Source: an optimization exercise on an open RTL-to-GDS flow (aim: small area). Production flows keep margins and buffers that such runs may drop.
Function was checked by simulation only, so behaviour that the tests miss may differ from the original.
Power is estimated from default activity; no workload was simulated.

==> flow/design.v <==
module register_file #(
   parameter int XLEN   = 32,
   parameter int PEND_W = 2
) (
   input  logic            clock,
   input  logic            reset,
   input  logic            wb_enable,
   input  logic [4:0]      rs_d,
   input  logic [XLEN-1:0] reg_d,
   input  logic [4:0]      addr_rs1,
   input  logic [4:0]      addr_rs2,
   output logic [XLEN-1:0] data_rs1,
   output logic [XLEN-1:0] data_rs2,
   input  logic            issue_valid,
   input  logic            issue_wb,
   input  logic [4:0]      issue_rd,
   input  logic            flush,
   output logic            rs1_busy,
   output logic            rs2_busy,
   output logic            rd_full
);
   logic [XLEN-1:0]   regs_n [1:31];   
   logic [PEND_W-1:0] cnt  [1:31];
   logic              byp1, byp2, c1_rsd, nz1, nz2, full_any;
   logic [XLEN-1:0]   wdata_n;
   logic [31:1]       we, isel, sel1_n, sel2_n, nz_n, gt1, full;
   logic [31:1]       col_n [XLEN];   
   assign wdata_n = reset ? '1 : ~reg_d;
   assign byp1 = !reset && wb_enable && (rs_d != 5'd0) && (rs_d == addr_rs1);
   assign byp2 = !reset && wb_enable && (rs_d != 5'd0) && (rs_d == addr_rs2);
   rf_dec u_decw (.a(rs_d),     .en(wb_enable),          .f(reset), .y(we));
   rf_dec u_deci (.a(issue_rd), .en(!reset && issue_wb), .f(1'b0),  .y(isel));
   rf_decn u_dec1 (.a(addr_rs1), .en(!reset && !byp1), .y_n(sel1_n));
   rf_decn u_dec2 (.a(addr_rs2), .en(!reset && !byp2), .y_n(sel2_n));
   for (genvar r = 1; r < 32; r++) begin : g_reg
      always_ff @(posedge clock)
         if (we[r])
            regs_n[r] <= wdata_n;
      logic [1:0] cnt_d;
      rf_cnt u_cnt (.c(cnt[r]), .iv(issue_valid), .is(isel[r]), .w(we[r]), .clr(reset || flush),
                    .d(cnt_d), .nz_n(nz_n[r]), .full(full[r]), .gt1(gt1[r]));
      always_ff @(posedge clock)
         cnt[r] <= cnt_d;
      for (genvar j = 0; j < XLEN; j++) begin : g_col
         assign col_n[j][r] = regs_n[r][j];
      end
   end
   for (genvar j = 0; j < XLEN; j++) begin : g_rd
      rf_osel32 u_rs1 (.d_n({col_n[j], wdata_n[j]}), .s_n({sel1_n, !byp1}), .y(data_rs1[j]));
      rf_osel32 u_rs2 (.d_n({col_n[j], wdata_n[j]}), .s_n({sel2_n, !byp2}), .y(data_rs2[j]));
   end
   rf_osel31 u_nz1 (.d_n(nz_n), .s_n(sel1_n), .y(nz1));
   rf_osel31 u_nz2 (.d_n(nz_n), .s_n(sel2_n), .y(nz2));
   rf_sel31 u_gt1  (.d(gt1),  .s(we),   .y(c1_rsd));
   rf_sel31 u_full (.d(full), .s(isel), .y(full_any));
   assign rs1_busy = nz1 || (byp1 && c1_rsd);
   assign rs2_busy = nz2 || (byp2 && c1_rsd);
   assign rd_full  = full_any;
endmodule
module rf_osel32 (
   input  logic [31:0] d_n,
   input  logic [31:0] s_n,
   output logic        y
);
   logic [15:0] p;
   for (genvar k = 0; k < 16; k++) begin : g_oa
      rf_oai22 u (.a_n(d_n[2*k+1:2*k]), .s_n(s_n[2*k+1:2*k]), .y(p[k]));
   end
   assign y = |p;
endmodule
module rf_osel31 (
   input  logic [31:1] d_n,
   input  logic [31:1] s_n,
   output logic        y
);
   logic [15:0] p;
   for (genvar k = 0; k < 15; k++) begin : g_oa
      rf_oai22 u (.a_n(d_n[2*k+2:2*k+1]), .s_n(s_n[2*k+2:2*k+1]), .y(p[k]));
   end
   assign p[15] = !(d_n[31] || s_n[31]);
   assign y = |p;
endmodule
module rf_oai22 (
   input  logic [1:0] a_n,
   input  logic [1:0] s_n,
   output logic       y
);
   assign y = !((a_n[0] || s_n[0]) && (a_n[1] || s_n[1]));
endmodule
module rf_sel32 (
   input  logic [31:0] d,
   input  logic [31:0] s,
   output logic        y
);
   logic [10:0] g;
   for (genvar k = 0; k < 10; k++) begin : g_ao
      rf_aoi222 u (.a(d[3*k+2:3*k]), .s(s[3*k+2:3*k]), .y(g[k]));
   end
   rf_aoi22 u_last (.a(d[31:30]), .s(s[31:30]), .y(g[10]));
   assign y = !(&g);
endmodule
module rf_sel31 (
   input  logic [31:1] d,
   input  logic [31:1] s,
   output logic        y
);
   logic [10:0] g;
   for (genvar k = 0; k < 10; k++) begin : g_ao
      rf_aoi222 u (.a(d[3*k+3:3*k+1]), .s(s[3*k+3:3*k+1]), .y(g[k]));
   end
   assign g[10] = !(d[31] && s[31]);
   assign y = !(&g);
endmodule
module rf_aoi222 (
   input  logic [2:0] a,
   input  logic [2:0] s,
   output logic       y
);
   assign y = !((a[0] && s[0]) || (a[1] && s[1]) || (a[2] && s[2]));
endmodule
module rf_aoi22 (
   input  logic [1:0] a,
   input  logic [1:0] s,
   output logic       y
);
   assign y = !((a[0] && s[0]) || (a[1] && s[1]));
endmodule
module rf_dec (
   input  logic [4:0]  a,
   input  logic        en,
   input  logic        f,
   output logic [31:1] y
);
   logic [3:0] hi_n;
   logic [7:0] lo_n;
   rf_predec u_pre (.a(a), .en(en), .f(f), .hi_n(hi_n), .lo_n(lo_n));
   rf_decfin u_fin (.hi_n(hi_n), .lo_n(lo_n), .y(y));
endmodule
module rf_decn (
   input  logic [4:0]  a,
   input  logic        en,
   output logic [31:1] y_n
);
   logic [3:0] hi;
   logic [7:0] lo;
   for (genvar k = 0; k < 4; k++) begin : g_hi
      assign hi[k] = en && a[4:3] == 2'(k);
   end
   for (genvar m = 0; m < 8; m++) begin : g_lo
      assign lo[m] = a[2:0] == 3'(m);
   end
   rf_decfin_n u_fin (.hi(hi), .lo(lo), .y_n(y_n));
endmodule
module rf_decfin_n (
   input  logic [3:0]  hi,
   input  logic [7:0]  lo,
   output logic [31:1] y_n
);
   for (genvar i = 1; i < 32; i++) begin : g_y
      assign y_n[i] = !(hi[i / 8] && lo[i % 8]);
   end
endmodule
module rf_predec (
   input  logic [4:0] a,
   input  logic       en,
   input  logic       f,
   output logic [3:0] hi_n,
   output logic [7:0] lo_n
);
   for (genvar k = 0; k < 4; k++) begin : g_hi
      assign hi_n[k] = !(f || (en && a[4:3] == 2'(k)));
   end
   for (genvar m = 0; m < 8; m++) begin : g_lo
      assign lo_n[m] = !(f || a[2:0] == 3'(m));
   end
endmodule
module rf_decfin (
   input  logic [3:0]  hi_n,
   input  logic [7:0]  lo_n,
   output logic [31:1] y
);
   for (genvar i = 1; i < 32; i++) begin : g_y
      assign y[i] = !(hi_n[i / 8] || lo_n[i % 8]);
   end
endmodule
module rf_cnt (
   input  logic [1:0] c,
   input  logic       iv,
   input  logic       is,
   input  logic       w,
   input  logic       clr,
   output logic [1:0] d,
   output logic       nz_n,
   output logic       full,
   output logic       gt1
);
   logic u;
   assign u    = iv && is;
   assign nz_n = (c == 2'b01);
   assign full = (c == 2'b00);
   assign gt1  = !c[0];
   always_comb begin
      case ({c, u, w})
         4'b01_00: d = 2'b01;
         4'b01_01: d = 2'b01;
         4'b01_10: d = 2'b11;
         4'b01_11: d = 2'b11;
         4'b11_00: d = 2'b11;
         4'b11_01: d = 2'b01;
         4'b11_10: d = 2'b10;
         4'b11_11: d = 2'b11;
         4'b10_00: d = 2'b10;
         4'b10_01: d = 2'b11;
         4'b10_10: d = 2'b00;
         4'b10_11: d = 2'b10;
         4'b00_00: d = 2'b00;
         4'b00_01: d = 2'b10;
         4'b00_10: d = 2'b00;
         default:  d = 2'b10;
      endcase
      if (clr)
         d = 2'b01;
   end
endmodule
export LEC_CHECK = 0
export CAP_MARGIN = 20
export CORE_MARGIN = 2
export CORE_UTILIZATION = 40
export SLEW_MARGIN = 20
export SYNTH_HIERARCHICAL = 1
create_clock -name core_clock -period 8.0 [get_ports {clock}]
standard.sh (not shown) runs the stock make flow with config.mk's settings and CLKGATE_MAP_FILE= SYNTH_SCRIPT=/design/flow/synth_recipe.tcl, a recipe that flattens the netlist after the stock synthesis.
==> flow/flow/run.sh <==
#!/bin/bash
set -euo pipefail
export BUFFER_PORTS_ARGS="-buffer_cell sky130_fd_sc_hd__buf_1"
export CTS_ARGS="-sink_clustering_enable -repair_clock_nets -buf_list sky130_fd_sc_hd__clkbuf_16 -sink_clustering_size 24 -sink_clustering_max_diameter 80 -dont_use_dummy_load"
bash standard.sh > standard_flow.log 2>&1
The first run produced a clean layout.
Rerun with:
==> flow/flow/run.sh (replaced) <==
#!/bin/bash
set -euo pipefail
export BUFFER_PORTS_ARGS="-buffer_cell sky130_fd_sc_hd__buf_1"
export CTS_ARGS="-sink_clustering_enable -repair_clock_nets -buf_list sky130_fd_sc_hd__clkbuf_16 -sink_clustering_size 28 -sink_clustering_max_diameter 90 -dont_use_dummy_load"
bash standard.sh > standard_flow.log 2>&1
Result: Clock-buffer cell count came out lower by 9. Combinational power is about the same. Die area stays the same. Setup slack is better by 0.0080 ns. Wire length barely changes.

========
register_file, a different RTL version from the one above (not shown whole).
For scale: about 1100 flip-flops, roughly 130 I/O pins, roughly 44000 sq um of cells after synthesis.
==> flow/design.v (excerpt) <==
module register_file #(
   parameter int XLEN   = 32,
   parameter int PEND_W = 2
) (
   input  logic            clock,
   input  logic            reset,
   input  logic            wb_enable,
   input  logic [4:0]      rs_d,
   input  logic [XLEN-1:0] reg_d,
   input  logic [4:0]      addr_rs1,
   input  logic [4:0]      addr_rs2,
   output logic [XLEN-1:0] data_rs1,
   output logic [XLEN-1:0] data_rs2,
   input  logic            issue_valid,
   input  logic            issue_wb,
   input  logic [4:0]      issue_rd,
   input  logic            flush,
   output logic            rs1_busy,
   output logic            rs2_busy,
   output logic            rd_full
);
   logic [XLEN-1:0]   regs [1:31];
   logic [PEND_W-1:0] cnt  [1:31];
   logic              byp1, byp2, c1_rsd, nz1, nz2, full_any;
   logic [XLEN-1:0]   wdata;
   logic [31:1]       wsel, isel, sel1, sel2, nz, gt1, full;
   logic [31:1]       col [XLEN];     
   assign wdata = reset ? '0 : reg_d;
   assign byp1 = !reset && wb_enable && (rs_d != 5'd0) && (rs_d == addr_rs1);
   assign byp2 = !reset && wb_enable && (rs_d != 5'd0) && (rs_d == addr_rs2);
   for (genvar r = 1; r < 32; r++) begin : g_reg
      assign wsel[r] = wb_enable && (rs_d == 5'(r));
      assign isel[r] = !reset && issue_wb && (issue_rd == 5'(r));
      assign sel1[r] = !reset && !byp1 && (addr_rs1 == 5'(r));
      assign sel2[r] = !reset && !byp2 && (addr_rs2 == 5'(r));
      assign gt1[r]  = cnt[r][1];
      assign nz[r]   = cnt[r][1] || cnt[r][0];
      assign full[r] = cnt[r][1] && !cnt[r][0];
      always_ff @(posedge clock)
         if (reset || wsel[r])
            regs[r] <= wdata;
      logic up, dn;
      assign up = issue_valid && isel[r] && !full[r];
  ...
==> flow/config.mk <==
export PLATFORM = sky130hd
export DESIGN_NAME = register_file
export DESIGN_NICKNAME = register_file
export VERILOG_FILES = /design/flow/design.v
export SDC_FILE = /design/flow/constraint.sdc
export NUM_CORES = 4
export LEC_CHECK = 0
export CAP_MARGIN = 20
export CORE_MARGIN = 2
export CORE_UTILIZATION = 40
export SLEW_MARGIN = 20
export SYNTH_HIERARCHICAL = 1
==> flow/constraint.sdc <==
create_clock -name core_clock -period 8.0 [get_ports {clock}]
set_input_delay 1.6000 -clock core_clock [delete_from_list [all_inputs] [get_ports {clock}]]
set_output_delay 1.6000 -clock core_clock [all_outputs]
set_load 0.01 [all_outputs]
run.sh (not shown) runs the stock make flow with config.mk's settings and CLKGATE_MAP_FILE= SYNTH_SCRIPT=/design/flow/synth_recipe.tcl, a recipe that flattens the netlist after the stock synthesis.
Stock flow here: none of the scripts above is used.
Edit:
==> flow/flow/run.sh (new file) <==
#!/bin/bash
set -euo pipefail
export BUFFER_PORTS_ARGS="-buffer_cell sky130_fd_sc_hd__buf_1"
export CTS_ARGS="-sink_clustering_enable -repair_clock_nets -buf_list sky130_fd_sc_hd__clkbuf_16 -sink_clustering_size 24 -sink_clustering_max_diameter 80 -dont_use_dummy_load"
bash standard.sh > standard_flow.log 2>&1
==> flow/standard.sh (new file) <==
#!/bin/bash
# synth_recipe.tcl (not shown) runs the flow's synth.tcl, then flattens the netlist and writes it again
# the make line also repeats each setting of config.mk as NAME=value (left out here)
make -C /OpenROAD-flow-scripts/flow DESIGN_CONFIG=/design/flow/config.mk WORK_HOME=/design/flow/orfs CLKGATE_MAP_FILE= SYNTH_SCRIPT=/design/flow/synth_recipe.tcl "${@:-finish}"
removed: flow/run.sh
- The new run ran to the end with no violations
- sequential share of layout area is higher by 3.8 points
- setup slack improves by 0.62 ns
- sequential power hardly moves
- worst hold slack gets worse by 0.0088 ns
- combinational power went down by 8.8%
- core utilization shrinks by 2.8 points
- sequential cell count stays the same

========
sierra:
register_file, a different RTL version from the one above (not shown whole).
For scale: roughly 3100 cells after synthesis, ~1100 flip-flops, ~0.044 sq mm of cells after synthesis.
Settings: LEC_CHECK=0, CAP_MARGIN=20, CORE_MARGIN=2, CORE_UTILIZATION=60, SLEW_MARGIN=20, SYNTH_HIERARCHICAL=1; clock period 8.0 ns.
standard.sh (not shown) runs the stock make flow with config.mk's settings and CLKGATE_MAP_FILE= SYNTH_SCRIPT=/design/flow/synth_recipe.tcl, a recipe that flattens the netlist after the stock synthesis.
==> flow/flow/run.sh <==
#!/bin/bash
set -euo pipefail
export BUFFER_PORTS_ARGS="-buffer_cell sky130_fd_sc_hd__buf_1"
export CTS_ARGS="-sink_clustering_enable -repair_clock_nets -buf_list sky130_fd_sc_hd__clkbuf_16 -sink_clustering_size 28 -sink_clustering_max_diameter 90 -dont_use_dummy_load"
bash standard.sh > standard_flow.log 2>&1
Inputs modified between sierra and harbor:
- a change of CORE_UTILIZATION from 60 to 40
Result: PASS for each of sierra and harbor. | worst slew slack as a fraction of its limit | harbor vs sierra | better |. Going from sierra to harbor, final period demand of the worst path moved up, critical path depth moved down. Cell area in harbor vs sierra: up 1.1%. harbor has worst setup slack after placement below what sierra had.
## Diff of input files: amber against harbor
==> flow/flow/run.sh <==
#!/bin/bash
set -euo pipefail
export BUFFER_PORTS_ARGS="-buffer_cell sky130_fd_sc_hd__buf_1"
export CTS_ARGS="-sink_clustering_enable -repair_clock_nets -buf_list sky130_fd_sc_hd__clkbuf_16 -sink_clustering_size 24 -sink_clustering_max_diameter 80 -dont_use_dummy_load"
bash standard.sh > standard_flow.log 2>&1
Results
Share of cells above drive strength 1: amber vs harbor up 0.24 points. Diff harbor..amber | half-perimeter wire length after placement | unchanged. Density: amber denser than harbor. harbor was smaller in final cell area than amber. amber vs harbor — non-clock buffer total of the final layout climbed slightly.

-- re-timing with driven ports --
No port has a modelled driver above. Below, the same layouts with a new extraction and two added sets of constraints.
Step 1 sets driving cells, clkbuf_16 on the clock port and buf_2 on the other inputs (assumed; they add their load-dependent delay and slew).
Step 2 times the ports against the registers' clock, not the clock port: input delays grow and output delays shrink by t, the midpoint of the rising clock arrivals with the driver on.
Slacks: ideal ports / drivers / drivers and shift; pairs: ideal ports / drivers.
run | shift t [ns] | setup WS [ns] | clock arrival spread, ns | cell pins on the clock port's net
the first run of note 1 | 0.732 | 0.806 / 0.702 / 0.702 | 0.070 / 0.070 | 1
the second run of note 1 | 0.707 | 0.814 / 0.702 / 0.702 | 0.070 / 0.069 | 1
the first run of note 2 | 0.756 | 0.102 / 0.056 / 0.056 | 0.039 / 0.040 | 1
the second run of note 2 | 0.709 | 0.721 / 0.691 / 0.691 | 0.099 / 0.099 | 1
sierra | 0.683 | 0.790 / 0.763 / 0.763 | 0.081 / 0.081 | 1
harbor | 0.697 | 0.583 / 0.561 / 0.561 | 0.065 / 0.065 | 1
amber | 0.729 | 0.587 / 0.565 / 0.565 | 0.090 / 0.091 | 1
After both steps every run listed still meets setup and hold. For the second run of note 1, which loses most, drivers alone change the setup slack by -0.112 ns; drivers and shift together by -0.112 ns.
